What follows belongs to an exercise in optimizing a design on an open flow for small area, a short achievable clock period and few clock cycles per item; a production flow would make more cautious choices.
RTL that was checked went through simulation tests only; none was proved equivalent to the original.
Function not checked in runs 1 and 2: the RTL went through the layout flow alone.
Power and IR drop assume default switching activity.

## flow/design.v (module list and top-level ports; edited modules follow where they fit)
// module systolic_array_os: 2840 lines
// module sa_fa: 4 lines
// module sa_ha: 4 lines
module systolic_array_os #(
  parameter  int N      = 4,
  parameter  int DATA_W = 8,
  parameter  int ACC_W  = 24,
  parameter  int MAX_K  = 64,
  localparam int KW     = $clog2(MAX_K + 1),
  localparam int IW     = (N > 1) ? $clog2(N) : 1
) (
  input  logic                clk,
  input  logic                reset_n,
  input  logic                start,
  input  logic [KW-1:0]       k_len,
  input  logic                in_valid,
  output logic                in_ready,
  input  logic [N*DATA_W-1:0] a_vec,
  input  logic [N*DATA_W-1:0] b_vec,
  output logic                out_valid,
  input  logic                out_ready,
  output logic [IW-1:0]       out_idx,
  output logic [N*ACC_W-1:0]  out_row,
  output logic                busy,
  output logic                done
);
  // ...
==> flow/flow/run.sh <==
#!/bin/bash
# The standard layout (standard.sh: the standard synthesis, floorplan, placement,
# CTS, routing) with three settings changed: the timing repair steps aim at a 6 ns
# setup margin (a 3 ns period) instead of the design's 9 ns period, they repair only
# the worst path (TNS_END_PERCENT=0), and the port buffers are buf_4 cells.
# Make's full output goes to standard.log; each ORFS step also keeps its own log under
# orfs/logs/.
set -euo pipefail
bash standard.sh SETUP_SLACK_MARGIN=6.3 TNS_END_PERCENT=0 \
  "BUFFER_PORTS_ARGS=-buffer_cell sky130_fd_sc_hd__buf_4" finish > standard.log 2>&1
==> flow/standard.sh <==
#!/bin/bash
# synth_recipe.tcl (not shown) runs the flow's synth.tcl, then flattens the netlist and writes it again
# the make line also repeats each setting of config.mk as NAME=value (left out here)
make -C /OpenROAD-flow-scripts/flow DESIGN_CONFIG=/design/flow/config.mk WORK_HOME=/design/flow/orfs CLKGATE_MAP_FILE= SYNTH_SCRIPT=/design/flow/synth_recipe.tcl "${@:-finish}"
==> flow/config.mk <==
export PLATFORM = sky130hd
export DESIGN_NAME = systolic_array_os
export DESIGN_NICKNAME = systolic_array_os
export VERILOG_FILES = /design/flow/design.v
export SDC_FILE = /design/flow/constraint.sdc
export NUM_CORES = 4
export LEC_CHECK = 0
export CAP_MARGIN = 20
export CORE_MARGIN = 2
export CORE_UTILIZATION = 40
export SLEW_MARGIN = 20
export SYNTH_HIERARCHICAL = 1
==> flow/constraint.sdc <==
create_clock -name core_clock -period 9.0 [get_ports {clk}]
set_input_delay 1.8000 -clock core_clock [delete_from_list [all_inputs] [get_ports {clk}]]
set_output_delay 1.8000 -clock core_clock [all_outputs]
set_load 0.01 [all_outputs]
==> tab_implementation.tex, run 1 <==
\begin{tabular}{lr}
\hline
Metric & Value \\
\hline
\multicolumn{2}{l}{\textbf{Timing}} \\
\quad RSZ-0062 raised after global routing & true \\
\quad \# setup viols final & 0 \\
\quad Number of hold violations in the final report & 0 \\
\multicolumn{2}{l}{\textbf{Critical path}} \\
\quad Maximum fanout count along the critical path & 17 \\
\quad Critical path destination & acc1[11][7] \\
\quad Cell count along the critical path & 7 \\
\multicolumn{2}{l}{\textbf{Drt}} \\
\quad Avg Vias per Cell & 5.42 \\
\quad WL met3 & roughly 13,000 um \\
\quad Remaining DRCs & 0 \\
\quad Total iterations of the first detailed-routing run & 6 \\
\multicolumn{2}{l}{\textbf{Finish}} \\
\quad Reg with most FFs & acc0 \\
\quad Number of sequential cells in the layout & 808 \\
\quad Proportion of final cell area spent on non-clock buffers & $\sim$4.0\% \\
\quad Post-layout instance count excluding filler cells & 7,370 \\
\quad Commonest cells after routing, fill and taps aside & 681 x sky130\_fd\_sc\_hd\_\_a22oi\_1, 660 x sky130\_fd\_sc\_hd\_\_fa\_1, 638 x sky130\_fd\_sc\_hd\_\_dfxtp\_1, 600 x sky130\_fd\_sc\_hd\_\_xnor2\_1, 538 x sky130\_fd\_sc\_hd\_\_nor2b\_1 \\
\quad Footprint of the flip-flops and latches & between 0.015 and 0.02 mm\^{}2 \\
\multicolumn{2}{l}{\textbf{Synthesis}} \\
\quad Library cell occupying the most area in the post-synthesis netlist & sky130\_fd\_sc\_hd\_\_dfxtp\_1 \\
\quad Async set or reset register ratio after synthesis & between 3 and 4\% \\
\quad Area share of the leading cell type in the synthesized netlist & between 20\% and 30\% \\
\quad Number of nets produced by synthesis & roughly 6,500 \\
\quad Portion of the post-synthesis area used by sequential elements & a little under a third \\
\multicolumn{2}{l}{\textbf{Floorplanning}} \\
\quad Starting Density & 40.4\% \\
\quad Height of the die & between 300 and 400 um \\
\multicolumn{2}{l}{\textbf{Power}} \\
\quad Switching pwr & 12.8 mW \\
\quad Clock network fraction of design power & approximately 14\% \\
\quad Flop pwr share & between 20\% and 30\% \\
\multicolumn{2}{l}{\textbf{Status}} \\
\quad Status & finished clean \\
\multicolumn{2}{l}{\textbf{Clocking}} \\
\quad Number of buffers created by CTS & slightly below 100 \\
\multicolumn{2}{l}{\textbf{Place}} \\
\quad Final estimated routing congestion in global placement & between 0.8 and 0.9 \\
\hline
\end{tabular}
==> run 2: changes to the inputs <==
--- a/flow/design.v
+++ b/flow/design.v
@@ -211,37 +211,37 @@
     wire g38 = g28 | (p28 & g24);
     wire g39 = g[16] | (p[16] & g38);
     wire g40 = g8 | (p8 & g38);
     wire g41 = g19 | (p19 & g38);
     wire g42 = g20 | (p20 & g38);
     wire g43 = g29 | (p29 & g38);
     wire g44 = g30 | (p30 & g38);
     assign res[j][0] = p[0];
-    assign res[j][1] = p[1] ^ g[0];
-    assign res[j][2] = p[2] ^ g0;
-    assign res[j][3] = p[3] ^ g11;
-    assign res[j][4] = p[4] ^ g12;
-    assign res[j][5] = p[5] ^ g21;
-    assign res[j][6] = p[6] ^ g22;
-    assign res[j][7] = p[7] ^ g23;
-    assign res[j][8] = p[8] ^ g24;
-    assign res[j][9] = p[9] ^ g31;
-    assign res[j][10] = p[10] ^ g32;
-    assign res[j][11] = p[11] ^ g33;
-    assign res[j][12] = p[12] ^ g34;
-    assign res[j][13] = p[13] ^ g35;
-    assign res[j][14] = p[14] ^ g36;
-    assign res[j][15] = p[15] ^ g37;
-    assign res[j][16] = p[16] ^ g38;
-    assign res[j][17] = p[17] ^ g39;
-    assign res[j][18] = p[18] ^ g40;
-    assign res[j][19] = p[19] ^ g41;
-    assign res[j][20] = p[20] ^ g42;
-    assign res[j][21] = p[21] ^ g43;
+    sa_xor u_x1 (.a(p[1]), .b(g[0]), .y(res[j][1]));
+    sa_xor u_x2 (.a(p[2]), .b(g0), .y(res[j][2]));
+    sa_xor u_x3 (.a(p[3]), .b(g11), .y(res[j][3]));
+    sa_xor u_x4 (.a(p[4]), .b(g12), .y(res[j][4]));
+    sa_xor u_x5 (.a(p[5]), .b(g21), .y(res[j][5]));
+    sa_xor u_x6 (.a(p[6]), .b(g22), .y(res[j][6]));
+    sa_xor u_x7 (.a(p[7]), .b(g23), .y(res[j][7]));
+    sa_xor u_x8 (.a(p[8]), .b(g24), .y(res[j][8]));
+    sa_xor u_x9 (.a(p[9]), .b(g31), .y(res[j][9]));
+    sa_xor u_x10 (.a(p[10]), .b(g32), .y(res[j][10]));
+    sa_xor u_x11 (.a(p[11]), .b(g33), .y(res[j][11]));
+    sa_xor u_x12 (.a(p[12]), .b(g34), .y(res[j][12]));
+    sa_xor u_x13 (.a(p[13]), .b(g35), .y(res[j][13]));
+    sa_xor u_x14 (.a(p[14]), .b(g36), .y(res[j][14]));
+    sa_xor u_x15 (.a(p[15]), .b(g37), .y(res[j][15]));
+    sa_xor u_x16 (.a(p[16]), .b(g38), .y(res[j][16]));
+    sa_xor u_x17 (.a(p[17]), .b(g39), .y(res[j][17]));
+    sa_xor u_x18 (.a(p[18]), .b(g40), .y(res[j][18]));
+    sa_xor u_x19 (.a(p[19]), .b(g41), .y(res[j][19]));
+    sa_xor u_x20 (.a(p[20]), .b(g42), .y(res[j][20]));
+    sa_xor u_x21 (.a(p[21]), .b(g43), .y(res[j][21]));
   end
   always_ff @(posedge clk) begin
     for (int j = 0; j < N; j++)
       if (load) out_q[j] <= res[j];
   end
   always_comb begin
     for (int j = 0; j < N; j++) out_row[j*ACC_W +: ACC_W] = {{(ACC_W-SW){out_q[j][SW-1]}}, out_q[j]};
   end
@@ -2841,8 +2841,14 @@
 module sa_fa (input logic a, b, c, output logic s, co);
   assign s  = a ^ b ^ c;
   assign co = (a & b) | (a & c) | (b & c);
 endmodule
 module sa_ha (input logic a, b, output logic s, co);
   assign s  = a ^ b;
   assign co = a & b;
 endmodule
+module sa_xor (input logic a, b, output logic y);
+  assign y = a ^ b;
+endmodule
+module sa_mux (input logic a, b, s, output logic y);
+  assign y = s ? b : a;
+endmodule
==> flow/flow/run.sh (replaced) <==
#!/bin/bash
# The standard layout (standard.sh: the standard synthesis, floorplan, placement,
# CTS, routing) with three settings changed: the timing repair steps aim at a 6 ns
# setup margin (a 3 ns period) instead of the design's 9 ns period, they repair only
# the worst path (TNS_END_PERCENT=0), and the port buffers are buf_4 cells.
# Make's full output goes to standard.log; each ORFS step also keeps its own log under
# orfs/logs/.
set -euo pipefail
bash standard.sh SETUP_SLACK_MARGIN=6.0 TNS_END_PERCENT=0 \
  "BUFFER_PORTS_ARGS=-buffer_cell sky130_fd_sc_hd__buf_4" finish > standard.log 2>&1
==> tab_implementation.tex, run 2 <==
\begin{tabular}{lr}
\hline
Metric & Value \\
\hline
\multicolumn{2}{l}{\textbf{Global routing}} \\
\quad Number of global-route vias before repair & 42,125 (was 42,415) \\
\quad Global-route wire length before repair & 253,000 um (was 254,000 um) \\
\quad Total congestion overflow & 0 (unchanged) \\
\quad Global routing usage summed across all routing layers & 22.2\% (was 22.3\%) \\
\quad Number of antenna violations at the first check in global routing & 6 (was 3) \\
\quad Maximum number of pins on one net before global-route repair & 186 (was 188) \\
\multicolumn{2}{l}{\textbf{Synthesis}} \\
\quad Library cells used by synthesis & 51 (was 50) \\
\quad Most frequent cell after synthesis & sky130\_fd\_sc\_hd\_\_a22oi\_1 (was sky130\_fd\_sc\_hd\_\_dfxtp\_1) \\
\quad Most common library cells after synthesis & 712 x sky130\_fd\_sc\_hd\_\_a22oi\_1, 688 x sky130\_fd\_sc\_hd\_\_dfxtp\_1, 644 x sky130\_fd\_sc\_hd\_\_fa\_1 (was 688 x sky130\_fd\_sc\_hd\_\_dfxtp\_1, 684 x sky130\_fd\_sc\_hd\_\_a22oi\_1, 664 x sky130\_fd\_sc\_hd\_\_fa\_1) \\
\quad Top flip-flop cell by instance count after synthesis & sky130\_fd\_sc\_hd\_\_dfxtp\_1 (unchanged) \\
\quad Mapped cell area & 0.0571 mm\^{}2 (was 0.0572 mm\^{}2) \\
\quad Library cell occupying the most area in the post-synthesis netlist & sky130\_fd\_sc\_hd\_\_dfxtp\_1 (unchanged) \\
\quad Synth area leaders & sky130\_fd\_sc\_hd\_\_dfxtp\_1 24\%, sky130\_fd\_sc\_hd\_\_fa\_1 23\%, sky130\_fd\_sc\_hd\_\_a22oi\_1 9.4\% (was sky130\_fd\_sc\_hd\_\_dfxtp\_1 24\%, sky130\_fd\_sc\_hd\_\_fa\_1 23\%, sky130\_fd\_sc\_hd\_\_xnor2\_1 9.2\%) \\
\quad Synthesized instance count & 5,476 (was 5,426) \\
\quad Yosys reg bits & 808 (unchanged) \\
\quad Area share of the leading cell type in the synthesized netlist & 24.1\% (about the same) \\
\quad Post-synthesis average cell area & 10.4 um\^{}2 (was 10.5 um\^{}2) \\
\quad Async set or reset register ratio after synthesis & 3.96\% (unchanged) \\
\quad Number of nets produced by synthesis & 6,523 (was 6,489) \\
\quad Synthesis warning total & 43 (unchanged) \\
\quad Portion of the post-synthesis area used by sequential elements & 30.1\% (about the same) \\
\quad Post-synth EDFFs & 88 (unchanged) \\
\multicolumn{2}{l}{\textbf{Timing}} \\
\quad Final period utilization & 35.4\% (was 37.4\%) \\
\quad RSZ-0062 raised after global routing & true (unchanged) \\
\quad Tmin final & 3.18 ns (was 3.37 ns) \\
\quad Max-slew violation count & 0 (unchanged) \\
\quad \# setup viols final & 0 (unchanged) \\
\quad Worst-case headroom to the max-slew limit & 27.0\% (was 21.0\%) \\
\quad Number of hold violations in the final report & 0 (unchanged) \\
\quad Highest clock rate & 0.314 GHz (was 0.297 GHz) \\
\quad Slew @ Worst Pin & 1.10 ns (was 1.18 ns) \\
\quad Setup clock skew after layout & 0.0329 ns (was 0.0446 ns) \\
\quad Final setup TNS & 0 ns (unchanged) \\
\multicolumn{2}{l}{\textbf{Place}} \\
\quad Instance area after placement & 0.0599 mm\^{}2 (was 0.0600 mm\^{}2) \\
\quad Half-perimeter wire length after placement & 103,000 um (was 102,000 um) \\
\quad Port-buffer cells & 177 (unchanged) \\
\quad Final estimated routing congestion in global placement & 0.813 (was 0.828) \\
\multicolumn{2}{l}{\textbf{Floorplanning}} \\
\quad Total I/O pin count & 178 (unchanged) \\
\quad Number of rows in the core area & 138 (unchanged) \\
\quad Width of the chip & 382 um (about the same) \\
\quad Area enclosed by the die boundary & 0.146 mm\^{}2 (about the same) \\
\quad Placeable Area & 0.142 mm\^{}2 (about the same) \\
\quad Starting Density & 40.3\% (was 40.4\%) \\
\quad Height of the die & 382 um (about the same) \\
\multicolumn{2}{l}{\textbf{Drt}} \\
\quad DRC marker count from the first detailed-route iteration & 2,994 (was 3,261) \\
\quad Overall via count from detail\_route & 39,959 (was 39,971) \\
\quad Remaining DRCs & 0 (unchanged) \\
\quad Avg Vias per Cell & 5.40 (was 5.42) \\
\quad Average wire per standard cell & 21.8 um (was 22.0 um) \\
\quad Wirelength, routed & 162,000 um (about the same) \\
\quad Post-DRT Antenna Nets & 0 (unchanged) \\
\quad Total iterations of the first detailed-routing run & 5 (was 6) \\
\multicolumn{2}{l}{\textbf{Critical path}} \\
\quad Crit path buf inv count & 2 (was 1) \\
\quad Crit path kind & reg -> out (was reg -> reg) \\
\quad Arrival @ worst endpoint & 1.38 ns (was 3.96 ns) \\
\quad Critical path endpoint category & primary output (was register) \\
\quad Top delay family on crit path & flip-flops (was adder cells) \\
\quad CP Cell Sequence & buf\_12 -> buf\_6 (was buf\_4 -> a22oi\_1 -> xnor2\_1 -> fa\_1 -> fa\_1 -> fa\_1 -> nor2b\_1) \\
\quad Critical Path Max Stage Delay & 0.42 ns (was 0.84 ns) \\
\quad Maximum fanout count along the critical path & 2 (was 17) \\
\quad Data required time at the worst endpoint & 7.20 ns (was 9.59 ns) \\
\quad Type of origin of the critical path & register (unchanged) \\
\quad Highest-delay cell along the critical path & sky130\_fd\_sc\_hd\_\_dfrtp\_2 (was sky130\_fd\_sc\_hd\_\_dfxtp\_1) \\
\multicolumn{2}{l}{\textbf{Clocking}} \\
\quad CTS sink count & 808 (unchanged) \\
\quad Number of buffers between clock root and the deepest sink & 3 (unchanged) \\
\quad Latest clock arrival within the worst-skew pair & 0.73 ns (was 0.75 ns) \\
\quad H-tree depth & 3 (unchanged) \\
\quad TritonCTS clock tree & done (unchanged) \\
\quad Number of buffers created by CTS & 97 (was 99) \\
\quad Root buf cell & sky130\_fd\_sc\_hd\_\_clkbuf\_16 (unchanged) \\
\quad Reg clk slew, reported paths & 0.06 ns (about the same) \\
\quad CTS Hold Bufs & 0 (unchanged) \\
\multicolumn{2}{l}{\textbf{Finish}} \\
\quad Largest registers & acc0: 240 flops, acc1: 224 flops, accu: 112 flops (unchanged) \\
\quad Reg with most FFs & acc0 (unchanged) \\
\quad Flip-flop count of the largest register after layout & 240 (unchanged) \\
\quad Commonest non-fill, non-tap cell in the layout & sky130\_fd\_sc\_hd\_\_a22oi\_1 (unchanged) \\
\quad Final Instance Area & 0.0636 mm\^{}2 (was 0.0641 mm\^{}2) \\
\quad Fraction of layout instances using a drive strength above 1 & 9.91\% (was 10.1\%) \\
\quad Final net count & 6,479 (was 6,455) \\
\quad Commonest cells after routing, fill and taps aside & 710 x sky130\_fd\_sc\_hd\_\_a22oi\_1, 643 x sky130\_fd\_sc\_hd\_\_fa\_1, 643 x sky130\_fd\_sc\_hd\_\_dfxtp\_1, 532 x sky130\_fd\_sc\_hd\_\_nor2b\_1, 532 x sky130\_fd\_sc\_hd\_\_xnor2\_1 (was 681 x sky130\_fd\_sc\_hd\_\_a22oi\_1, 660 x sky130\_fd\_sc\_hd\_\_fa\_1, 638 x sky130\_fd\_sc\_hd\_\_dfxtp\_1, 600 x sky130\_fd\_sc\_hd\_\_xnor2\_1, 538 x sky130\_fd\_sc\_hd\_\_nor2b\_1) \\
\quad P\&R area growth vs syn & 11.4\% (was 12.0\%) \\
\multicolumn{2}{l}{\textbf{Power}} \\
\quad Total leakage power & 26.8 nW (was 26.5 nW) \\
\quad IR drop worst, VDD & 195 uV (was 199 uV) \\
\quad Power density of the placed cells & 472 mW/mm\^{}2 (was 475 mW/mm\^{}2) \\
\multicolumn{2}{l}{\textbf{Status}} \\
\quad Status & finished clean (unchanged) \\
\multicolumn{2}{l}{\textbf{Worst hold path}} \\
\quad Hold Path Class & reg -> reg (unchanged) \\
\multicolumn{2}{l}{\textbf{Job}} \\
\quad Total of max-cap violations & 0 (unchanged) \\
\hline
\end{tabular}
## run 2: layout make-up
| type | count | area [um^2] |
|---|---|---|
| well taps | 1890 | 2360 |
| multi-input cells | 3852 | 36900 |
| diodes | 1 | 2.50 |
| inverters | 393 | 1480 |
| fillers | 13434 | 77900 |
| clock inverters | 26 | 352 |
| flip-flops and latches | 808 | 17300 |
| repair buffers | 280 | 2260 |
| clock buffers | 152 | 2940 |
## run 2: per-module statistics from Yosys (local to each module, per instance)
module	cell area [um^2]	flip-flops and latches
sa_xor	8.76	0
systolic_array_os	42900	808
sa_fa	20.0	0
sa_ha	12.5	0
## run 2: logic make-up after synthesis
group,synth area share [%]
AOI/OAI and AO/OA,13.6
and+or+nand+nor,9.78
adders and majority gates,29.7
buffers and inverters,5.53
DFF,30.1
xor gates and xnor gates,11.0
muxes,0.256
## run 2: timing repair
action / 4_1_cts / 5_1_grt
pin swaps: 1 / 10
gates resized for setup: 20 / 53
endpoints found under the hold margin: 0 / 0
setup endpoints to repair: 320 / 558
cloned: 1 / 0
setup buffers: 2 / 16
## run 2: worst paths after layout
check,slack [ns],from,to,cells past startpoint
worst max-delay path,5.82,ir_q,in_ready,2
worst min-delay path,0.36,wait_q,ld_q,0
worst max register to register,5.87,a_q[2][1],acc1[9][7],7
worst min register to register,0.36,wait_q,ld_q,0
max in group asynchronous,7.45,reset_n,sel_q[2][1],1
min in group asynchronous,1.07,reset_n,clr_q,1
## run 2: metal layers
metal  share of wire, %  routed length [um]  global-route usage [%]
met2                 45               72000                    34.3
met5              0.034                  55                       0
met4                3.2                5250                    6.97
met3                7.3               11900                    4.46
met1                 45               72300                    31.3
## run 2: per-stage QoR
step	std cells	setup WS (ns)	power (mW)	utilization, %	hold slack (ns)
detailed placement	7204	4.90	25.7	42.3	0.345
finish	7402	5.82	30.0	44.9	0.363
CTS	7385	5.75	30.2	44.7	0.359
global route	7401	5.76	33.4	44.9	0.376
floorplan	5476	6.04	20.8	-	0.331
global placement	7204	4.92	25.2	42.3	0.338
## run 2: power breakdown
part | internal, mW | switching, mW
sequential | 6.03 | 1.49
clock | 2.44 | 1.67
combinational | 8.83 | 9.56
total | 17.3 | 12.7
==> run 3: changes to the inputs <==
--- a/flow/design.v
+++ b/flow/design.v
@@ -2849,6 +2849,3 @@
 module sa_xor (input logic a, b, output logic y);
   assign y = a ^ b;
 endmodule
-module sa_mux (input logic a, b, s, output logic y);
-  assign y = s ? b : a;
-endmodule
--- a/flow/config.mk
+++ b/flow/config.mk
@@ -8,5 +8,6 @@
 export CAP_MARGIN = 20
 export CORE_MARGIN = 2
 export CORE_UTILIZATION = 40
+export CTS_BUF_LIST = sky130_fd_sc_hd__clkbuf_8
 export SLEW_MARGIN = 20
 export SYNTH_HIERARCHICAL = 1
==> tab_implementation.tex, run 3 <==
\begin{tabular}{lr}
\hline
Metric & Value \\
\hline
\multicolumn{2}{l}{\textbf{Finish}} \\
\quad P\&R area growth vs syn & 10.7\% (was 11.4\%) \\
\quad Flip-flop count of the largest register after layout & 240 (unchanged) \\
\quad Largest registers & acc0: 240 flops, acc1: 224 flops, accu: 112 flops (unchanged) \\
\quad Final net count & 6,523 (was 6,479) \\
\quad Commonest cells after routing, fill and taps aside & 712 x sky130\_fd\_sc\_hd\_\_a22oi\_1, 644 x sky130\_fd\_sc\_hd\_\_fa\_1, 644 x sky130\_fd\_sc\_hd\_\_dfxtp\_1, 532 x sky130\_fd\_sc\_hd\_\_nor2b\_1, 532 x sky130\_fd\_sc\_hd\_\_xnor2\_1 (was 710 x sky130\_fd\_sc\_hd\_\_a22oi\_1, 643 x sky130\_fd\_sc\_hd\_\_fa\_1, 643 x sky130\_fd\_sc\_hd\_\_dfxtp\_1, 532 x sky130\_fd\_sc\_hd\_\_nor2b\_1, 532 x sky130\_fd\_sc\_hd\_\_xnor2\_1) \\
\quad Fraction of layout instances using a drive strength above 1 & 10.2\% (was 9.91\%) \\
\quad Commonest non-fill, non-tap cell in the layout & sky130\_fd\_sc\_hd\_\_a22oi\_1 (unchanged) \\
\quad Reg with most FFs & acc0 (unchanged) \\
\multicolumn{2}{l}{\textbf{Synthesis}} \\
\quad Mapped cell area & 0.0571 mm\^{}2 (unchanged) \\
\quad Area share of the leading cell type in the synthesized netlist & 24.1\% (unchanged) \\
\quad Library cell occupying the most area in the post-synthesis netlist & sky130\_fd\_sc\_hd\_\_dfxtp\_1 (unchanged) \\
\quad Async set or reset register ratio after synthesis & 3.96\% (unchanged) \\
\quad Post-synth EDFFs & 88 (unchanged) \\
\quad Post-synthesis average cell area & 10.4 um\^{}2 (unchanged) \\
\quad Yosys reg bits & 808 (unchanged) \\
\quad Number of nets produced by synthesis & 6,523 (unchanged) \\
\quad Library cells used by synthesis & 51 (unchanged) \\
\quad Synthesis warning total & 43 (unchanged) \\
\quad Most common library cells after synthesis & 712 x sky130\_fd\_sc\_hd\_\_a22oi\_1, 688 x sky130\_fd\_sc\_hd\_\_dfxtp\_1, 644 x sky130\_fd\_sc\_hd\_\_fa\_1 (unchanged) \\
\quad Synth area leaders & sky130\_fd\_sc\_hd\_\_dfxtp\_1 24\%, sky130\_fd\_sc\_hd\_\_fa\_1 23\%, sky130\_fd\_sc\_hd\_\_a22oi\_1 9.4\% (unchanged) \\
\quad Most frequent cell after synthesis & sky130\_fd\_sc\_hd\_\_a22oi\_1 (unchanged) \\
\quad Top flip-flop cell by instance count after synthesis & sky130\_fd\_sc\_hd\_\_dfxtp\_1 (unchanged) \\
\quad Portion of the post-synthesis area used by sequential elements & 30.1\% (unchanged) \\
\quad Synthesized instance count & 5,476 (unchanged) \\
\multicolumn{2}{l}{\textbf{Global routing}} \\
\quad Global-route wire length before repair & 255,000 um (was 253,000 um) \\
\quad Maximum number of pins on one net before global-route repair & 186 (unchanged) \\
\quad Number of global-route vias before repair & 42,683 (was 42,125) \\
\quad Global routing usage summed across all routing layers & 22.4\% (was 22.2\%) \\
\quad Total congestion overflow & 0 (unchanged) \\
\quad Number of antenna violations at the first check in global routing & 7 (was 6) \\
\multicolumn{2}{l}{\textbf{Critical path}} \\
\quad Critical path endpoint category & primary output (unchanged) \\
\quad Type of origin of the critical path & register (unchanged) \\
\quad Register-to-register setup slack & 5.79 ns (was 5.87 ns) \\
\quad Maximum fanout count along the critical path & 2 (unchanged) \\
\quad Data required time at the worst endpoint & 7.20 ns (about the same) \\
\quad Launch point of the worst reg-to-reg path & a\_q[0][7] (was a\_q[2][1]) \\
\quad Arrival @ worst endpoint & 1.53 ns (was 1.38 ns) \\
\quad R2R Path End & acc1[3][8] (was acc1[9][7]) \\
\quad R2r worst-path depth & 6 (was 7) \\
\quad Crit path kind & reg -> out (unchanged) \\
\multicolumn{2}{l}{\textbf{Floorplanning}} \\
\quad Total I/O pin count & 178 (unchanged) \\
\quad Placeable Area & 0.142 mm\^{}2 (unchanged) \\
\quad Number of rows in the core area & 138 (unchanged) \\
\quad Starting Density & 40.3\% (unchanged) \\
\quad Width of the chip & 382 um (unchanged) \\
\quad Area enclosed by the die boundary & 0.146 mm\^{}2 (unchanged) \\
\quad Height of the die & 382 um (unchanged) \\
\multicolumn{2}{l}{\textbf{Power}} \\
\quad Power density of the placed cells & 468 mW/mm\^{}2 (was 472 mW/mm\^{}2) \\
\quad Total leakage power & 26.9 nW (was 26.8 nW) \\
\quad IR drop worst, VDD & 180 uV (was 195 uV) \\
\multicolumn{2}{l}{\textbf{Timing}} \\
\quad RSZ-0062 raised after global routing & true (unchanged) \\
\quad Worst hold margin & 0.360 ns (was 0.363 ns) \\
\quad Worst-case headroom to the max-slew limit & 22.2\% (was 27.0\%) \\
\quad Setup slack after layout & 5.67 ns (was 5.82 ns) \\
\quad Highest clock rate & 0.301 GHz (was 0.314 GHz) \\
\quad Final setup TNS & 0 ns (unchanged) \\
\quad \# setup viols final & 0 (unchanged) \\
\quad Tmin final & 3.33 ns (was 3.18 ns) \\
\quad Max-slew violation count & 0 (unchanged) \\
\quad Number of hold violations in the final report & 0 (unchanged) \\
\quad Setup clock skew after layout & 0.0518 ns (was 0.0329 ns) \\
\quad Slew @ Worst Pin & 1.17 ns (was 1.10 ns) \\
\quad Final period utilization & 37.0\% (was 35.4\%) \\
\multicolumn{2}{l}{\textbf{Clocking}} \\
\quad Number of buffers between clock root and the deepest sink & 3 (unchanged) \\
\quad Number of buffers created by CTS & 154 (was 97) \\
\quad H-tree depth & 4 (was 3) \\
\quad TritonCTS clock tree & done (unchanged) \\
\quad Latest clock arrival within the worst-skew pair & 0.92 ns (was 0.73 ns) \\
\quad Root buf cell & sky130\_fd\_sc\_hd\_\_clkbuf\_8 (was sky130\_fd\_sc\_hd\_\_clkbuf\_16) \\
\quad CTS Hold Bufs & 0 (unchanged) \\
\quad CTS sink count & 808 (unchanged) \\
\quad Reg clk slew, reported paths & 0.06 ns (about the same) \\
\multicolumn{2}{l}{\textbf{Job}} \\
\quad Total of max-cap violations & 0 (unchanged) \\
\multicolumn{2}{l}{\textbf{Status}} \\
\quad Status & finished clean (unchanged) \\
\multicolumn{2}{l}{\textbf{Drt}} \\
\quad Total iterations of the first detailed-routing run & 6 (was 5) \\
\quad Post-DRT Antenna Nets & 0 (unchanged) \\
\quad Average wire per standard cell & 21.6 um (was 21.8 um) \\
\quad DRC marker count from the first detailed-route iteration & 2,871 (was 2,994) \\
\quad Overall via count from detail\_route & 40,416 (was 39,959) \\
\quad Wirelength, routed & 162,000 um (about the same) \\
\quad Avg Vias per Cell & 5.39 (was 5.40) \\
\quad Remaining DRCs & 0 (unchanged) \\
\multicolumn{2}{l}{\textbf{Worst hold path}} \\
\quad Hold Path Class & reg -> reg (unchanged) \\
\quad Launch instance of the worst min-delay path & wait\_q (unchanged) \\
\quad Worst Hold Path Cells & 0 (unchanged) \\
\quad Worst Hold Endpoint & ld\_q (unchanged) \\
\multicolumn{2}{l}{\textbf{Place}} \\
\quad Half-perimeter wire length after placement & 103,000 um (unchanged) \\
\quad Pre-CTS setup slack & 4.90 ns (unchanged) \\
\quad Port-buffer cells & 177 (unchanged) \\
\quad Final estimated routing congestion in global placement & 0.813 (unchanged) \\
\hline
\end{tabular}
## run 3: metrics by stage
step / std cells / total power, mW / cell area [um^2] / utilization [%]
final: 7492 / 29.6 / 63200 / 44.7
after detailed placement: 7204 / 25.7 / 59900 / 42.3
after global placement: 7204 / 25.2 / 59900 / 42.3
after CTS: 7487 / 29.8 / 63100 / 44.6
after floorplan: 5476 / 20.8 / 57100 / -
after global routing: 7492 / 33.0 / 63200 / 44.7
## run 3: kinds of logic (layout without fill, tap and decap cells)
kind of cell | after synthesis | after routing | synth area share (%)
muxes | 13 | 13 | 0.256
other | 0 | 2 | 0
AOI/OAI and AO/OA | 1094 | 1094 | 13.6
and+or+nand+nor | 1059 | 1059 | 9.78
buffers and inverters | 816 | 940 | 5.53
xor gates and xnor gates | 715 | 715 | 11.0
DFF | 808 | 808 | 30.1
adders and majority gates | 971 | 971 | 29.7
## run 3: cell type report
| type | instances | area, um^2 |
|---|---|---|
| Antenna cell | 2 | 5.00 |
| Clock buffer | 175 | 2410 |
| Clock inverter | 105 | 738 |
| Fill cell | 13563 | 78400 |
| Inverter | 393 | 1480 |
| Multi-Input combinational cell | 3852 | 36800 |
| Sequential cell | 808 | 17300 |
| Tap cell | 1890 | 2360 |
| Timing Repair Buffer | 267 | 2100 |
## run 3: worst max-delay path by stage
stage | startpoint | endpoint | slack (ns) | depth (start not counted)
after CTS | out_q[0][21] | out_row[22] | 5.55 | 1
after global placement | out_ready | out_q[0][21] | 4.92 | 7
after detailed placement | out_ready | sel_q[1][2] | 4.90 | 9
final | ir_q | in_ready | 5.67 | 2
after global routing | ir_q | in_ready | 5.60 | 2
after floorplan | out_ready | sel_q[0][0] | 6.04 | 7
## run 3: power by group
part           internal, mW  switching [mW]
clock network          2.01            1.77
registers              6.04            1.50
logic                  8.78            9.50
total                  16.8            12.8
## run 3: repair_timing
| action | in CTS | in global routing |
|---|---|---|
| resized for setup | 7 | 24 |
| pin swaps | 0 | 3 |
| setup buffers | 2 | 3 |
| gates cloned | 1 | 0 |
| endpoints found under the hold margin | 0 | 0 |
| setup endpoints to repair | 318 | 525 |
## run 3: routing by layer
layer	up-vias	GRT usage, %	part of all wire, %
met4	10	7.31	3.0
met3	322	4.88	7.9
met2	1515	34.6	45
met1	20293	31.1	44
li1	18276	-	-
met5	-	0	0.034
## run 3: critical path, cell delays in order (launching register included)
cell and delay [ns]:
sky130_fd_sc_hd__dfrtp_2 0.42, sky130_fd_sc_hd__buf_12 0.13, sky130_fd_sc_hd__buf_6 0.11
## run 3: Yosys stat by module, one instance, submodules excluded
module	times used	cell area [um^2]
systolic_array_os	1	42900
sa_fa	624	20.0
sa_ha	80	12.5
sa_xor	84	8.76
Testbench counts of run 3, summed over its fixed seeds: cycles 15,559, jobs 384.
==> run 4: changes to the inputs <==
--- a/flow/config.mk
+++ b/flow/config.mk
@@ -7,7 +7,6 @@
 export LEC_CHECK = 0
 export CAP_MARGIN = 20
 export CORE_MARGIN = 2
-export CORE_UTILIZATION = 40
-export CTS_BUF_LIST = sky130_fd_sc_hd__clkbuf_8
+export CORE_UTILIZATION = 55
 export SLEW_MARGIN = 20
 export SYNTH_HIERARCHICAL = 1
==> tab_implementation.tex, run 4 <==
\begin{tabular}{lr}
\hline
Metric & Value \\
\hline
\multicolumn{2}{l}{\textbf{Critical path}} \\
\quad Critical Path Max Stage Delay & 0.52 ns (was 0.42 ns) \\
\quad Highest-delay cell along the critical path & sky130\_fd\_sc\_hd\_\_edfxtp\_1 (was sky130\_fd\_sc\_hd\_\_dfrtp\_2) \\
\quad Arrival @ worst endpoint & 1.39 ns (was 1.53 ns) \\
\quad CP Cell Sequence & buf\_6 (was buf\_12 -> buf\_6) \\
\quad R2r worst-path depth & 11 (was 6) \\
\quad Top delay family on crit path & flip-flops (unchanged) \\
\quad R2R Path End & out\_q[1][19] (was acc1[3][8]) \\
\quad Crit path kind & reg -> out (unchanged) \\
\quad Register-to-register setup slack & 5.88 ns (was 5.79 ns) \\
\quad Data required time at the worst endpoint & 7.20 ns (about the same) \\
\quad Launch point of the worst reg-to-reg path & sel\_q[1][1] (was a\_q[0][7]) \\
\quad Maximum fanout count along the critical path & 1 (was 2) \\
\quad Type of origin of the critical path & register (unchanged) \\
\quad Critical path endpoint category & primary output (unchanged) \\
\quad Crit path buf inv count & 1 (was 2) \\
\quad Cell count along the critical path & 1 (was 2) \\
\quad Critical path destination & out\_row[18] (was in\_ready) \\
\quad Critical Path Source & out\_q[0][18] (was ir\_q) \\
\multicolumn{2}{l}{\textbf{Clocking}} \\
\quad H-tree depth & 3 (was 4) \\
\quad Number of buffers created by CTS & 96 (was 154) \\
\quad CTS sink count & 808 (unchanged) \\
\quad Number of buffers between clock root and the deepest sink & 3 (unchanged) \\
\quad TritonCTS clock tree & done (unchanged) \\
\quad Root buf cell & sky130\_fd\_sc\_hd\_\_clkbuf\_16 (was sky130\_fd\_sc\_hd\_\_clkbuf\_8) \\
\quad Latest clock arrival within the worst-skew pair & 0.69 ns (was 0.92 ns) \\
\quad Reg clk slew, reported paths & 0.06 ns (about the same) \\
\multicolumn{2}{l}{\textbf{Worst hold path}} \\
\quad Hold Path Class & reg -> reg (unchanged) \\
\multicolumn{2}{l}{\textbf{Timing}} \\
\quad \# setup viols final & 0 (unchanged) \\
\quad Number of hold violations in the final report & 0 (unchanged) \\
\quad Final period utilization & 35.4\% (was 37.0\%) \\
\quad RSZ-0062 raised after global routing & true (unchanged) \\
\quad Highest clock rate & 0.314 GHz (was 0.301 GHz) \\
\quad Max-slew violation count & 0 (unchanged) \\
\quad Setup clock skew after layout & 0.0204 ns (was 0.0518 ns) \\
\quad Slew @ Worst Pin & 1.02 ns (was 1.17 ns) \\
\quad Tmin final & 3.19 ns (was 3.33 ns) \\
\quad Final setup TNS & 0 ns (unchanged) \\
\quad Worst-case headroom to the max-slew limit & 32.0\% (was 22.2\%) \\
\multicolumn{2}{l}{\textbf{Power}} \\
\quad Clock network fraction of design power & 13.5\% (was 12.8\%) \\
\quad Total leakage power & 26.7 nW (was 26.9 nW) \\
\quad Total power after layout & 29.8 mW (was 29.6 mW) \\
\quad IR drop worst, VDD & 225 uV (was 180 uV) \\
\quad Power density of the placed cells & 475 mW/mm\^{}2 (was 468 mW/mm\^{}2) \\
\quad Cell-internal power & 17.2 mW (was 16.8 mW) \\
\quad Flop pwr share & 25.2\% (was 25.5\%) \\
\quad Net switching fraction of the power & 42.4\% (was 43.2\%) \\
\quad Switching pwr & 12.6 mW (was 12.8 mW) \\
\quad Combinational share of power & 61.3\% (was 61.8\%) \\
\multicolumn{2}{l}{\textbf{Drt}} \\
\quad Met2 WL post-DR & 72,800 um (was 72,700 um) \\
\quad Post-DRT Antenna Nets & 0 (unchanged) \\
\quad Remaining DRCs & 0 (unchanged) \\
\quad Post-Route M1 WL & 70,600 um (was 71,800 um) \\
\quad Avg Vias per Cell & 5.78 (was 5.39) \\
\quad Highest signal layer in the routed design & met5 (unchanged) \\
\quad WL met3 & 11,000 um (was 12,800 um) \\
\quad DRC marker count from the first detailed-route iteration & 2,785 (was 2,871) \\
\quad Wirelength, routed & 158,000 um (was 162,000 um) \\
\quad Overall via count from detail\_route & 39,751 (was 40,416) \\
\quad Average wire per standard cell & 22.9 um (was 21.6 um) \\
\quad Total iterations of the first detailed-routing run & 6 (unchanged) \\
\multicolumn{2}{l}{\textbf{Finish}} \\
\quad Commonest cells after routing, fill and taps aside & 709 x sky130\_fd\_sc\_hd\_\_a22oi\_1, 644 x sky130\_fd\_sc\_hd\_\_fa\_1, 628 x sky130\_fd\_sc\_hd\_\_dfxtp\_1, 532 x sky130\_fd\_sc\_hd\_\_nor2b\_1, 532 x sky130\_fd\_sc\_hd\_\_xnor2\_1 (was 712 x sky130\_fd\_sc\_hd\_\_a22oi\_1, 644 x sky130\_fd\_sc\_hd\_\_fa\_1, 644 x sky130\_fd\_sc\_hd\_\_dfxtp\_1, 532 x sky130\_fd\_sc\_hd\_\_nor2b\_1, 532 x sky130\_fd\_sc\_hd\_\_xnor2\_1) \\
\quad Commonest non-fill, non-tap cell in the layout & sky130\_fd\_sc\_hd\_\_a22oi\_1 (unchanged) \\
\quad Number of filler instances in the final layout & 8,741 (was 13,563) \\
\quad P\&R area growth vs syn & 9.96\% (was 10.7\%) \\
\quad Fraction of layout instances using a drive strength above 1 & 9.88\% (was 10.2\%) \\
\quad Final Instance Area & 0.0628 mm\^{}2 (was 0.0632 mm\^{}2) \\
\quad Largest registers & acc0: 240 flops, acc1: 224 flops, accu: 112 flops (unchanged) \\
\quad Reg with most FFs & acc0 (unchanged) \\
\quad Flip-flop count of the largest register after layout & 240 (unchanged) \\
\quad Final net count & 6,463 (was 6,523) \\
\multicolumn{2}{l}{\textbf{Global routing}} \\
\quad Global-route wire length before repair & 247,000 um (was 255,000 um) \\
\quad Total congestion overflow & 0 (unchanged) \\
\quad Global routing usage summed across all routing layers & 30.0\% (was 22.4\%) \\
\quad Maximum number of pins on one net before global-route repair & 189 (was 186) \\
\quad Number of antenna violations at the first check in global routing & 3 (was 7) \\
\quad Number of global-route vias before repair & 41,073 (was 42,683) \\
\multicolumn{2}{l}{\textbf{Place}} \\
\quad Half-perimeter wire length after placement & 99,200 um (was 103,000 um) \\
\quad Final estimated routing congestion in global placement & 0.819 (was 0.813) \\
\quad Port-buffer cells & 177 (unchanged) \\
\quad Instance area after placement & 0.0592 mm\^{}2 (was 0.0599 mm\^{}2) \\
\multicolumn{2}{l}{\textbf{Synthesis}} \\
\quad Top flip-flop cell by instance count after synthesis & sky130\_fd\_sc\_hd\_\_dfxtp\_1 (unchanged) \\
\quad Area share of the leading cell type in the synthesized netlist & 24.1\% (unchanged) \\
\quad Adder-cell share of the synthesized area & 29.7\% (unchanged) \\
\quad Yosys reg bits & 808 (unchanged) \\
\quad Post-synthesis compound-gate area fraction & 13.6\% (unchanged) \\
\quad Most frequent cell after synthesis & sky130\_fd\_sc\_hd\_\_a22oi\_1 (unchanged) \\
\quad Mapped cell area & 0.0571 mm\^{}2 (unchanged) \\
\quad Synthesized instance count & 5,476 (unchanged) \\
\quad Post-synth EDFFs & 88 (unchanged) \\
\quad Post-synthesis average cell area & 10.4 um\^{}2 (unchanged) \\
\quad Library cells used by synthesis & 51 (unchanged) \\
\quad Portion of the post-synthesis area used by sequential elements & 30.1\% (unchanged) \\
\quad Number of nets produced by synthesis & 6,523 (unchanged) \\
\quad Async set or reset register ratio after synthesis & 3.96\% (unchanged) \\
\quad Most common library cells after synthesis & 712 x sky130\_fd\_sc\_hd\_\_a22oi\_1, 688 x sky130\_fd\_sc\_hd\_\_dfxtp\_1, 644 x sky130\_fd\_sc\_hd\_\_fa\_1 (unchanged) \\
\quad Synth Area in Simple Gates & 9.78\% (unchanged) \\
\quad Library cell occupying the most area in the post-synthesis netlist & sky130\_fd\_sc\_hd\_\_dfxtp\_1 (unchanged) \\
\quad Synthesis warning total & 43 (unchanged) \\
\quad Largest family of logic cells by synthesized area & adder cells (unchanged) \\
\quad Synth area leaders & sky130\_fd\_sc\_hd\_\_dfxtp\_1 24\%, sky130\_fd\_sc\_hd\_\_fa\_1 23\%, sky130\_fd\_sc\_hd\_\_a22oi\_1 9.4\% (unchanged) \\
\quad Xor/xnor share of the synthesized area & 11.0\% (unchanged) \\
\quad Multiplexer share of the synthesized area & 0.256\% (unchanged) \\
\multicolumn{2}{l}{\textbf{Floorplanning}} \\
\quad Number of rows in the core area & 118 (was 138) \\
\quad Placeable Area & 0.103 mm\^{}2 (was 0.142 mm\^{}2) \\
\quad Total I/O pin count & 178 (unchanged) \\
\quad Area enclosed by the die boundary & 0.106 mm\^{}2 (was 0.146 mm\^{}2) \\
\quad Height of the die & 326 um (was 382 um) \\
\quad Width of the chip & 326 um (was 382 um) \\
\quad Starting Density & 55.4\% (was 40.3\%) \\
\multicolumn{2}{l}{\textbf{Status}} \\
\quad Status & finished clean (unchanged) \\
\multicolumn{2}{l}{\textbf{Job}} \\
\quad Total of max-cap violations & 0 (unchanged) \\
\hline
\end{tabular}
[run 4: cell counts after synthesis]
No cell type changed its count.
[run 4: cell families after synthesis]
logic type,count (synthesis)
compound gates,1094
simple gates,1059
fa+ha+maj,971
buf+inv,816
flops,808
xor+xnor,715
mux,13
[run 4: power by group through the flow]
| stage | sequential (mW) | combinational, mW | clock (mW) |
|---|---|---|---|
| after floorplan | 7.05 | 13.8 | 0 |
| after global placement | 7.55 | 17.7 | 0 |
| after detailed placement | 7.55 | 18.0 | 0 |
| after CTS | 7.51 | 18.3 | 4.11 |
| after global routing | 7.75 | 21.2 | 4.26 |
| final | 7.52 | 18.3 | 4.04 |
[run 4: worst min path at each step]
stage | cells past startpoint | start | to | slack (ns)
finish | 0 | wait_q | ld_q | 0.44
floorplan | 0 | wait_q | ld_q | 0.33
CTS | 0 | wait_q | ld_q | 0.44
global route | 0 | wait_q | ld_q | 0.44
detailed placement | 0 | wait_q | ld_q | 0.42
global placement | 0 | wait_q | ld_q | 0.42
[run 4: cell type report]
cell class,instances,area [um^2],area share (%)
antenna,1,2.50,0.00398
clock inverter,49,487,0.775
multi-input combinational,3852,36900,58.8
timing repair buffer,265,2120,3.37
inverter,393,1480,2.36
sequential,808,17300,27.6
clock buffer,130,2750,4.37
tap,1380,1730,2.75
[run 4: repair_timing]
action,CTS,global route
pin swaps,0,7
resized for setup,20,51
hold buffers,0,0
setup endpoints to repair,431,520
gates cloned,1,0
buffers inserted,3,3
[run 4: Yosys stat by module (local to each module, per instance)]
module             cells inside  flops+latches
sa_ha                         1              0
systolic_array_os          4688            808
sa_fa                         1              0
sa_xor                        1              0
[run 4: metal layers]
metal / vias to the layer above / GRT usage (%)
li1: 18149 / -
met1: 20223 / 42.6
met2: 1167 / 47.4
met3: 206 / 5.64
met4: 6 / 7.43
met5: - / 0
[run 4: per-stage QoR]
stage                     setup WS (ns)  utilization [%]  hold WS [ns]  instances
after detailed placement           4.83             57.4         0.416       6691
after global placement             4.86             57.4         0.418       6691
after global routing               5.74             60.9         0.437       6877
after CTS                          5.78             60.6         0.437       6874
final                              5.81             60.9         0.438       6878
after floorplan                    6.04                -         0.331       5476
==> run 5: changes to the inputs <==
--- a/flow/config.mk
+++ b/flow/config.mk
@@ -7,6 +7,6 @@
 export LEC_CHECK = 0
 export CAP_MARGIN = 20
 export CORE_MARGIN = 2
-export CORE_UTILIZATION = 55
+export CORE_UTILIZATION = 40
 export SLEW_MARGIN = 20
 export SYNTH_HIERARCHICAL = 1
==> tab_implementation.tex, run 5 <==
\begin{tabular}{lr}
\hline
Metric & Value \\
\hline
\multicolumn{2}{l}{\textbf{Critical path}} \\
\quad Maximum fanout count along the critical path & 2 (was 1) \\
\quad Type of origin of the critical path & register (unchanged) \\
\quad R2r worst-path depth & 7 (was 11) \\
\quad Crit path kind & reg -> out (unchanged) \\
\quad Critical path destination & in\_ready (was out\_row[18]) \\
\quad Critical Path Source & ir\_q (was out\_q[0][18]) \\
\quad Data required time at the worst endpoint & 7.20 ns (about the same) \\
\quad R2R Path End & acc1[9][7] (was out\_q[1][19]) \\
\quad Launch point of the worst reg-to-reg path & a\_q[2][1] (was sel\_q[1][1]) \\
\quad Critical path endpoint category & primary output (unchanged) \\
\quad Arrival @ worst endpoint & 1.38 ns (was 1.39 ns) \\
\quad Register-to-register setup slack & 5.87 ns (was 5.88 ns) \\
\multicolumn{2}{l}{\textbf{Drt}} \\
\quad Post-DRT Antenna Nets & 0 (unchanged) \\
\quad Wirelength, routed & 162,000 um (was 158,000 um) \\
\quad Overall via count from detail\_route & 39,959 (was 39,751) \\
\quad Remaining DRCs & 0 (unchanged) \\
\quad Average wire per standard cell & 21.8 um (was 22.9 um) \\
\quad Total iterations of the first detailed-routing run & 5 (was 6) \\
\quad DRC marker count from the first detailed-route iteration & 2,994 (was 2,785) \\
\quad Avg Vias per Cell & 5.40 (was 5.78) \\
\multicolumn{2}{l}{\textbf{Finish}} \\
\quad P\&R area growth vs syn & 11.4\% (was 9.96\%) \\
\quad Number of filler instances in the final layout & 13,434 (was 8,741) \\
\quad Fraction of layout instances using a drive strength above 1 & 9.91\% (was 9.88\%) \\
\quad Largest registers & acc0: 240 flops, acc1: 224 flops, accu: 112 flops (unchanged) \\
\quad Flip-flop count of the largest register after layout & 240 (unchanged) \\
\quad Reg with most FFs & acc0 (unchanged) \\
\quad Commonest non-fill, non-tap cell in the layout & sky130\_fd\_sc\_hd\_\_a22oi\_1 (unchanged) \\
\quad Final net count & 6,479 (was 6,463) \\
\quad Commonest cells after routing, fill and taps aside & 710 x sky130\_fd\_sc\_hd\_\_a22oi\_1, 643 x sky130\_fd\_sc\_hd\_\_fa\_1, 643 x sky130\_fd\_sc\_hd\_\_dfxtp\_1, 532 x sky130\_fd\_sc\_hd\_\_nor2b\_1, 532 x sky130\_fd\_sc\_hd\_\_xnor2\_1 (was 709 x sky130\_fd\_sc\_hd\_\_a22oi\_1, 644 x sky130\_fd\_sc\_hd\_\_fa\_1, 628 x sky130\_fd\_sc\_hd\_\_dfxtp\_1, 532 x sky130\_fd\_sc\_hd\_\_nor2b\_1, 532 x sky130\_fd\_sc\_hd\_\_xnor2\_1) \\
\multicolumn{2}{l}{\textbf{Power}} \\
\quad IR drop worst, VDD & 195 uV (was 225 uV) \\
\quad Clock network fraction of design power & 13.7\% (was 13.5\%) \\
\quad Switching pwr & 12.7 mW (was 12.6 mW) \\
\quad Combinational share of power & 61.2\% (was 61.3\%) \\
\quad Cell-internal power & 17.3 mW (was 17.2 mW) \\
\quad Net switching fraction of the power & 42.4\% (about the same) \\
\quad Power density of the placed cells & 472 mW/mm\^{}2 (was 475 mW/mm\^{}2) \\
\quad Flop pwr share & 25.1\% (was 25.2\%) \\
\quad Total leakage power & 26.8 nW (was 26.7 nW) \\
\multicolumn{2}{l}{\textbf{Timing}} \\
\quad Setup clock skew after layout & 0.0329 ns (was 0.0204 ns) \\
\quad Final period utilization & 35.4\% (about the same) \\
\quad Final setup TNS & 0 ns (unchanged) \\
\quad Number of hold violations in the final report & 0 (unchanged) \\
\quad Tmin final & 3.18 ns (was 3.19 ns) \\
\quad Max-slew violation count & 0 (unchanged) \\
\quad Setup slack after layout & 5.82 ns (was 5.81 ns) \\
\quad Worst hold margin & 0.363 ns (was 0.438 ns) \\
\quad Slew @ Worst Pin & 1.10 ns (was 1.02 ns) \\
\quad Worst-case headroom to the max-slew limit & 27.0\% (was 32.0\%) \\
\quad \# setup viols final & 0 (unchanged) \\
\quad Highest clock rate & 0.314 GHz (about the same) \\
\quad RSZ-0062 raised after global routing & true (unchanged) \\
\multicolumn{2}{l}{\textbf{Floorplanning}} \\
\quad Starting Density & 40.3\% (was 55.4\%) \\
\quad Number of rows in the core area & 138 (was 118) \\
\quad Width of the chip & 382 um (was 326 um) \\
\quad Height of the die & 382 um (was 326 um) \\
\quad Total I/O pin count & 178 (unchanged) \\
\quad Placeable Area & 0.142 mm\^{}2 (was 0.103 mm\^{}2) \\
\quad Area enclosed by the die boundary & 0.146 mm\^{}2 (was 0.106 mm\^{}2) \\
\multicolumn{2}{l}{\textbf{Place}} \\
\quad Final estimated routing congestion in global placement & 0.813 (was 0.819) \\
\quad Port-buffer cells & 177 (unchanged) \\
\quad Half-perimeter wire length after placement & 103,000 um (was 99,200 um) \\
\quad Pre-CTS setup slack & 4.90 ns (was 4.83 ns) \\
\multicolumn{2}{l}{\textbf{Synthesis}} \\
\quad Synth area leaders & sky130\_fd\_sc\_hd\_\_dfxtp\_1 24\%, sky130\_fd\_sc\_hd\_\_fa\_1 23\%, sky130\_fd\_sc\_hd\_\_a22oi\_1 9.4\% (unchanged) \\
\quad Library cell occupying the most area in the post-synthesis netlist & sky130\_fd\_sc\_hd\_\_dfxtp\_1 (unchanged) \\
\quad Post-synthesis average cell area & 10.4 um\^{}2 (unchanged) \\
\quad Most common library cells after synthesis & 712 x sky130\_fd\_sc\_hd\_\_a22oi\_1, 688 x sky130\_fd\_sc\_hd\_\_dfxtp\_1, 644 x sky130\_fd\_sc\_hd\_\_fa\_1 (unchanged) \\
\quad Yosys reg bits & 808 (unchanged) \\
\quad Portion of the post-synthesis area used by sequential elements & 30.1\% (unchanged) \\
\quad Top flip-flop cell by instance count after synthesis & sky130\_fd\_sc\_hd\_\_dfxtp\_1 (unchanged) \\
\quad Mapped cell area & 0.0571 mm\^{}2 (unchanged) \\
\quad Adder-cell share of the synthesized area & 29.7\% (unchanged) \\
\quad Async set or reset register ratio after synthesis & 3.96\% (unchanged) \\
\quad Xor/xnor share of the synthesized area & 11.0\% (unchanged) \\
\quad Library cells used by synthesis & 51 (unchanged) \\
\quad Area share of the leading cell type in the synthesized netlist & 24.1\% (unchanged) \\
\quad Largest family of logic cells by synthesized area & adder cells (unchanged) \\
\quad Post-synthesis compound-gate area fraction & 13.6\% (unchanged) \\
\quad Multiplexer share of the synthesized area & 0.256\% (unchanged) \\
\quad Post-synth EDFFs & 88 (unchanged) \\
\quad Synth Area in Simple Gates & 9.78\% (unchanged) \\
\quad Synthesized instance count & 5,476 (unchanged) \\
\quad Most frequent cell after synthesis & sky130\_fd\_sc\_hd\_\_a22oi\_1 (unchanged) \\
\quad Number of nets produced by synthesis & 6,523 (unchanged) \\
\quad Synthesis warning total & 43 (unchanged) \\
\multicolumn{2}{l}{\textbf{Clocking}} \\
\quad Latest clock arrival within the worst-skew pair & 0.73 ns (was 0.69 ns) \\
\quad Reg clk slew, reported paths & 0.06 ns (about the same) \\
\quad Number of buffers created by CTS & 97 (was 96) \\
\quad CTS sink count & 808 (unchanged) \\
\quad TritonCTS clock tree & done (unchanged) \\
\quad Root buf cell & sky130\_fd\_sc\_hd\_\_clkbuf\_16 (unchanged) \\
\quad Number of buffers between clock root and the deepest sink & 3 (unchanged) \\
\quad CTS Hold Bufs & 0 (unchanged) \\
\quad H-tree depth & 3 (unchanged) \\
\multicolumn{2}{l}{\textbf{Global routing}} \\
\quad Number of antenna violations at the first check in global routing & 6 (was 3) \\
\quad Global routing usage summed across all routing layers & 22.2\% (was 30.0\%) \\
\quad Total congestion overflow & 0 (unchanged) \\
\quad Maximum number of pins on one net before global-route repair & 186 (was 189) \\
\quad Global-route wire length before repair & 253,000 um (was 247,000 um) \\
\quad Number of global-route vias before repair & 42,125 (was 41,073) \\
\multicolumn{2}{l}{\textbf{Status}} \\
\quad Status & finished clean (unchanged) \\
\multicolumn{2}{l}{\textbf{Job}} \\
\quad Total of max-cap violations & 0 (unchanged) \\
\multicolumn{2}{l}{\textbf{Worst hold path}} \\
\quad Hold Path Class & reg -> reg (unchanged) \\
\hline
\end{tabular}
==> run 5: cell counts after synthesis <==
No cell type changed its count.
==> run 5: logic make-up (layout without fill, tap and decap cells) <==
kind of cell / after synthesis / in the layout
AO/OA/AOI/OAI: 1094 / 1094
buffers and inverters: 816 / 851
adder cells (fa/ha/maj): 971 / 971
other: 0 / 1
flip-flops: 808 / 808
XOR/XNOR: 715 / 715
AND/OR/NAND/NOR: 1059 / 1059
multiplexers: 13 / 13
==> run 5: worst min path at each step <==
| stage | start | to | slack, ns | cells after the start |
|---|---|---|---|---|
| floorplan | wait_q | ld_q | 0.33 | 0 |
| global placement | wait_q | ld_q | 0.34 | 0 |
| detailed placement | wait_q | ld_q | 0.34 | 0 |
| CTS | wait_q | ld_q | 0.36 | 0 |
| global route | wait_q | ld_q | 0.38 | 0 |
| finish | wait_q | ld_q | 0.36 | 0 |
==> run 5: worst max-delay path, stage by stage, from the launching register on <==
cell and delay, ns:
sky130_fd_sc_hd__dfrtp_2 0.42, sky130_fd_sc_hd__buf_12 0.13, sky130_fd_sc_hd__buf_6 0.11
==> run 5: modules after synthesis (local to each module, per instance) <==
module | cells | copies in the design | area [um^2]
sa_fa | 1 | 624 | 20.0
systolic_array_os | 4688 | 1 | 42900
sa_ha | 1 | 80 | 12.5
sa_xor | 1 | 84 | 8.76
==> run 5: per-stage QoR <==
stage	util, %	area, um^2	instances	power [mW]
2_1_floorplan	-	57100	5476	20.8
3_3_place_gp	42.3	59900	7204	25.2
3_5_place_dp	42.3	59900	7204	25.7
4_1_cts	44.7	63300	7385	30.2
5_1_grt	44.9	63600	7401	33.4
6_report	44.9	63600	7402	30.0
==> run 5: per-layer routing <==
metal	global-route usage [%]	up-vias	part of all wire, %
li1	-	18171	-
met1	31.3	20180	45
met5	0	-	0.034
met2	34.3	1325	45
met3	4.46	273	7.3
met4	6.97	10	3.2
==> run 5: layout make-up <==
cell class              count  area, um^2  area share (%)
diodes                      1        2.50         0.00393
clock buffers             152        2940            4.62
clock inverters            26         352           0.552
inverters                 393        1480            2.33
multi-input cells        3852       36900            58.1
flip-flops and latches    808       17300            27.2
well taps                1890        2360            3.72
repair buffers            280        2260            3.55
==> run 5: power groups by stage <==
stage | registers, mW | clock network, mW | logic (mW)
floorplan | 7.05 | 0 | 13.8
CTS | 7.54 | 4.21 | 18.4
finish | 7.52 | 4.11 | 18.4
global route | 7.76 | 4.33 | 21.3
global placement | 7.59 | 0 | 17.6
detailed placement | 7.58 | 0 | 18.1
==> run 5: what timing repair did <==
action | CTS | global route
cloned | 1 | 0
setup endpoints to repair | 320 | 558
endpoints found under the hold margin | 0 | 0
resized for setup | 20 | 53
buffers inserted | 2 | 16
pin swaps | 1 | 10
==> run 6: changes to the inputs <==
--- a/flow/config.mk
+++ b/flow/config.mk
@@ -8,5 +8,7 @@
 export CAP_MARGIN = 20
 export CORE_MARGIN = 2
 export CORE_UTILIZATION = 40
+export CTS_CLUSTER_DIAMETER = 40
+export CTS_CLUSTER_SIZE = 10
 export SLEW_MARGIN = 20
 export SYNTH_HIERARCHICAL = 1
==> tab_implementation.tex, run 6 <==
\begin{tabular}{lr}
\hline
Metric & Value \\
\hline
\multicolumn{2}{l}{\textbf{Status}} \\
\quad Status & finished clean (unchanged) \\
\multicolumn{2}{l}{\textbf{Power}} \\
\quad Switching pwr & 13.2 mW (was 12.7 mW) \\
\quad Power density of the placed cells & 487 mW/mm\^{}2 (was 472 mW/mm\^{}2) \\
\quad Total leakage power & 28.0 nW (was 26.8 nW) \\
\quad Flop pwr share & 23.5\% (was 25.1\%) \\
\quad Clock network fraction of design power & 19.3\% (was 13.7\%) \\
\quad Net switching fraction of the power & 41.1\% (was 42.4\%) \\
\quad Cell-internal power & 18.9 mW (was 17.3 mW) \\
\quad Combinational share of power & 57.2\% (was 61.2\%) \\
\quad IR drop worst, VDD & 182 uV (was 195 uV) \\
\multicolumn{2}{l}{\textbf{Floorplanning}} \\
\quad Area enclosed by the die boundary & 0.146 mm\^{}2 (unchanged) \\
\quad Placeable Area & 0.142 mm\^{}2 (unchanged) \\
\quad Height of the die & 382 um (unchanged) \\
\quad Starting Density & 40.3\% (unchanged) \\
\quad Width of the chip & 382 um (unchanged) \\
\quad Total I/O pin count & 178 (unchanged) \\
\quad Number of rows in the core area & 138 (unchanged) \\
\multicolumn{2}{l}{\textbf{Critical path}} \\
\quad Critical Path Source & ir\_q (unchanged) \\
\quad Critical path endpoint category & primary output (unchanged) \\
\quad Critical Path Max Stage Delay & 0.40 ns (was 0.42 ns) \\
\quad Top delay family on crit path & flip-flops (unchanged) \\
\quad Type of origin of the critical path & register (unchanged) \\
\quad Crit path kind & reg -> out (unchanged) \\
\quad CP Cell Sequence & buf\_12 -> buf\_6 (unchanged) \\
\quad Maximum fanout count along the critical path & 2 (unchanged) \\
\quad Crit path buf inv count & 2 (unchanged) \\
\quad Data required time at the worst endpoint & 7.20 ns (about the same) \\
\quad Highest-delay cell along the critical path & sky130\_fd\_sc\_hd\_\_dfrtp\_1 (was sky130\_fd\_sc\_hd\_\_dfrtp\_2) \\
\quad Launch point of the worst reg-to-reg path & b1\_q[3][1] (was a\_q[2][1]) \\
\quad Arrival @ worst endpoint & 1.42 ns (was 1.38 ns) \\
\multicolumn{2}{l}{\textbf{Synthesis}} \\
\quad Library cell occupying the most area in the post-synthesis netlist & sky130\_fd\_sc\_hd\_\_dfxtp\_1 (unchanged) \\
\quad Top flip-flop cell by instance count after synthesis & sky130\_fd\_sc\_hd\_\_dfxtp\_1 (unchanged) \\
\quad Synth area leaders & sky130\_fd\_sc\_hd\_\_dfxtp\_1 24\%, sky130\_fd\_sc\_hd\_\_fa\_1 23\%, sky130\_fd\_sc\_hd\_\_a22oi\_1 9.4\% (unchanged) \\
\quad Yosys reg bits & 808 (unchanged) \\
\quad Library cells used by synthesis & 51 (unchanged) \\
\quad Portion of the post-synthesis area used by sequential elements & 30.1\% (unchanged) \\
\quad Most frequent cell after synthesis & sky130\_fd\_sc\_hd\_\_a22oi\_1 (unchanged) \\
\quad Post-synthesis average cell area & 10.4 um\^{}2 (unchanged) \\
\quad Async set or reset register ratio after synthesis & 3.96\% (unchanged) \\
\quad Area share of the leading cell type in the synthesized netlist & 24.1\% (unchanged) \\
\quad Number of nets produced by synthesis & 6,523 (unchanged) \\
\quad Synthesized instance count & 5,476 (unchanged) \\
\quad Mapped cell area & 0.0571 mm\^{}2 (unchanged) \\
\quad Most common library cells after synthesis & 712 x sky130\_fd\_sc\_hd\_\_a22oi\_1, 688 x sky130\_fd\_sc\_hd\_\_dfxtp\_1, 644 x sky130\_fd\_sc\_hd\_\_fa\_1 (unchanged) \\
\quad Post-synth EDFFs & 88 (unchanged) \\
\quad Synthesis warning total & 43 (unchanged) \\
\multicolumn{2}{l}{\textbf{Place}} \\
\quad Half-perimeter wire length after placement & 103,000 um (unchanged) \\
\quad Final estimated routing congestion in global placement & 0.813 (unchanged) \\
\quad Port-buffer cells & 177 (unchanged) \\
\quad Pre-CTS setup slack & 4.90 ns (unchanged) \\
\quad \# placed instances & 7,204 (unchanged) \\
\multicolumn{2}{l}{\textbf{Timing}} \\
\quad RSZ-0062 raised after global routing & true (unchanged) \\
\quad Slew @ Worst Pin & 1.16 ns (was 1.10 ns) \\
\quad Final period utilization & 35.8\% (was 35.4\%) \\
\quad Worst hold margin & 0.359 ns (was 0.363 ns) \\
\quad Setup slack after layout & 5.78 ns (was 5.82 ns) \\
\quad Tmin final & 3.22 ns (was 3.18 ns) \\
\quad Final setup TNS & 0 ns (unchanged) \\
\quad Max-slew violation count & 0 (unchanged) \\
\quad Number of hold violations in the final report & 0 (unchanged) \\
\quad Worst-case headroom to the max-slew limit & 22.5\% (was 27.0\%) \\
\quad Highest clock rate & 0.310 GHz (was 0.314 GHz) \\
\quad \# setup viols final & 0 (unchanged) \\
\quad Setup clock skew after layout & 0.0356 ns (was 0.0329 ns) \\
\multicolumn{2}{l}{\textbf{Finish}} \\
\quad Post-layout instance count excluding filler cells & 7,520 (was 7,402) \\
\quad P\&R area growth vs syn & 15.5\% (was 11.4\%) \\
\quad Largest registers & acc0: 240 flops, acc1: 224 flops, accu: 112 flops (unchanged) \\
\quad Fraction of layout instances using a drive strength above 1 & 11.8\% (was 9.91\%) \\
\quad Flip-flop count of the largest register after layout & 240 (unchanged) \\
\quad Antenna cell count & 0 (was 1) \\
\quad Commonest cells after routing, fill and taps aside & 710 x sky130\_fd\_sc\_hd\_\_a22oi\_1, 644 x sky130\_fd\_sc\_hd\_\_dfxtp\_1, 643 x sky130\_fd\_sc\_hd\_\_fa\_1, 532 x sky130\_fd\_sc\_hd\_\_nor2b\_1, 532 x sky130\_fd\_sc\_hd\_\_xnor2\_1 (was 710 x sky130\_fd\_sc\_hd\_\_a22oi\_1, 643 x sky130\_fd\_sc\_hd\_\_fa\_1, 643 x sky130\_fd\_sc\_hd\_\_dfxtp\_1, 532 x sky130\_fd\_sc\_hd\_\_nor2b\_1, 532 x sky130\_fd\_sc\_hd\_\_xnor2\_1) \\
\quad Reg with most FFs & acc0 (unchanged) \\
\quad Number of filler instances in the final layout & 13,223 (was 13,434) \\
\quad Commonest non-fill, non-tap cell in the layout & sky130\_fd\_sc\_hd\_\_a22oi\_1 (unchanged) \\
\quad Final net count & 6,538 (was 6,479) \\
\multicolumn{2}{l}{\textbf{Job}} \\
\quad Total of max-cap violations & 0 (unchanged) \\
\multicolumn{2}{l}{\textbf{Worst hold path}} \\
\quad Launch instance of the worst min-delay path & wait\_q (unchanged) \\
\quad Hold Path Class & reg -> reg (unchanged) \\
\multicolumn{2}{l}{\textbf{Drt}} \\
\quad Post-DRT Antenna Nets & 0 (unchanged) \\
\quad Wirelength, routed & 163,000 um (was 162,000 um) \\
\quad Remaining DRCs & 0 (unchanged) \\
\quad Average wire per standard cell & 21.7 um (was 21.8 um) \\
\quad DRC marker count from the first detailed-route iteration & 2,948 (was 2,994) \\
\quad Total iterations of the first detailed-routing run & 6 (was 5) \\
\quad Avg Vias per Cell & 5.40 (about the same) \\
\quad Overall via count from detail\_route & 40,608 (was 39,959) \\
\multicolumn{2}{l}{\textbf{Global routing}} \\
\quad Number of antenna violations at the first check in global routing & 6 (unchanged) \\
\quad Total congestion overflow & 0 (unchanged) \\
\quad Maximum number of pins on one net before global-route repair & 186 (unchanged) \\
\quad Global routing usage summed across all routing layers & 22.5\% (was 22.2\%) \\
\quad Number of global-route vias before repair & 42,950 (was 42,125) \\
\quad Global-route wire length before repair & 256,000 um (was 253,000 um) \\
\multicolumn{2}{l}{\textbf{Clocking}} \\
\quad CTS Hold Bufs & 0 (unchanged) \\
\quad TritonCTS clock tree & done (unchanged) \\
\quad Number of buffers created by CTS & 160 (was 97) \\
\quad Latest clock arrival within the worst-skew pair & 0.78 ns (was 0.73 ns) \\
\quad H-tree depth & 4 (was 3) \\
\quad CTS sink count & 808 (unchanged) \\
\quad Reg clk slew, reported paths & 0.05 ns (was 0.06 ns) \\
\quad Number of buffers between clock root and the deepest sink & 3 (unchanged) \\
\quad Root buf cell & sky130\_fd\_sc\_hd\_\_clkbuf\_16 (unchanged) \\
\hline
\end{tabular}
## run 6: cell count changes in the layout (fill, tap and decap cells not counted), sizes merged
cell	change
bufinv	+6
clkbuf	+62
clkinvlp	+7
inv	+8
diode	-1
buf	-4
clkinv	+40
## run 6: layout make-up
type	instances	area (um^2)	area share (%)
clock buffers	214	4710	7.14
clock inverters	87	971	1.47
multi-input cells	3852	36900	56.0
repair buffers	276	2210	3.35
flip-flops and latches	808	17300	26.2
inverters	393	1480	2.25
well taps	1890	2360	3.59
## run 6: path summary, 6_finish.rpt
path	to	slack, ns	cells after the start
max	in_ready	5.78	2
min	ld_q	0.36	0
max reg2reg	acc1[15][7]	5.83	6
min reg2reg	ld_q	0.36	0
max in group asynchronous	sel_q[2][1]	7.53	1
min in group asynchronous	clr_q	1.02	1
## run 6: modules after synthesis (local to each module, per instance)
module	times used	area (um^2)
systolic_array_os	1	42900
sa_ha	80	12.5
sa_fa	624	20.0
sa_xor	84	8.76
## run 6: layer usage
layer  vias up  track usage (%)  share of wire, %
li1      18359                -                 -
met1     20376             31.3                44
met2      1546             34.7                45
met3       315             4.79               8.0
met4        12             7.66               3.1
met5         -                0             0.042
## run 6: power groups by stage
stage	combinational, mW	sequential, mW	clock [mW]
6_report	18.4	7.54	6.22
5_1_grt	21.3	7.77	6.50
4_1_cts	18.4	7.55	6.33
3_5_place_dp	18.1	7.58	0
3_3_place_gp	17.6	7.59	0
2_1_floorplan	13.8	7.05	0
## run 6: cells by family (layout without fill, tap and decap cells)
kind of cell    Yosys count  after routing  share of synthesized area [%]
simple gates           1059           1059                           9.78
compound gates         1094           1094                           13.6
fa+ha+maj               971            971                           29.7
flops                   808            808                           30.1
mux                      13             13                          0.256
buf+inv                 816            970                           5.53
xor+xnor                715            715                           11.0
## run 6: repair_timing
action	in CTS	in global routing
buffers inserted	2	12
setup endpoints to repair	325	539
hold endpoints to repair	0	0
gates cloned	1	0
resized for setup	15	48
pin swaps	0	8
## run 6: through the flow
step / power [mW] / area, um^2 / util (%)
after floorplan: 20.8 / 57100 / -
after detailed placement: 25.7 / 59900 / 42.3
after global placement: 25.2 / 59900 / 42.3
final: 32.1 / 66000 / 46.6
after global routing: 35.6 / 66000 / 46.6
after CTS: 32.3 / 65600 / 46.4

Setup slack of run 6, layout unchanged: 5.778 ns with ideal ports, 5.700 ns with driving cells assumed (clock clkbuf_16, inputs buf_2), 5.276 ns with port delays also shifted by the 0.837 ns mid clock arrival.
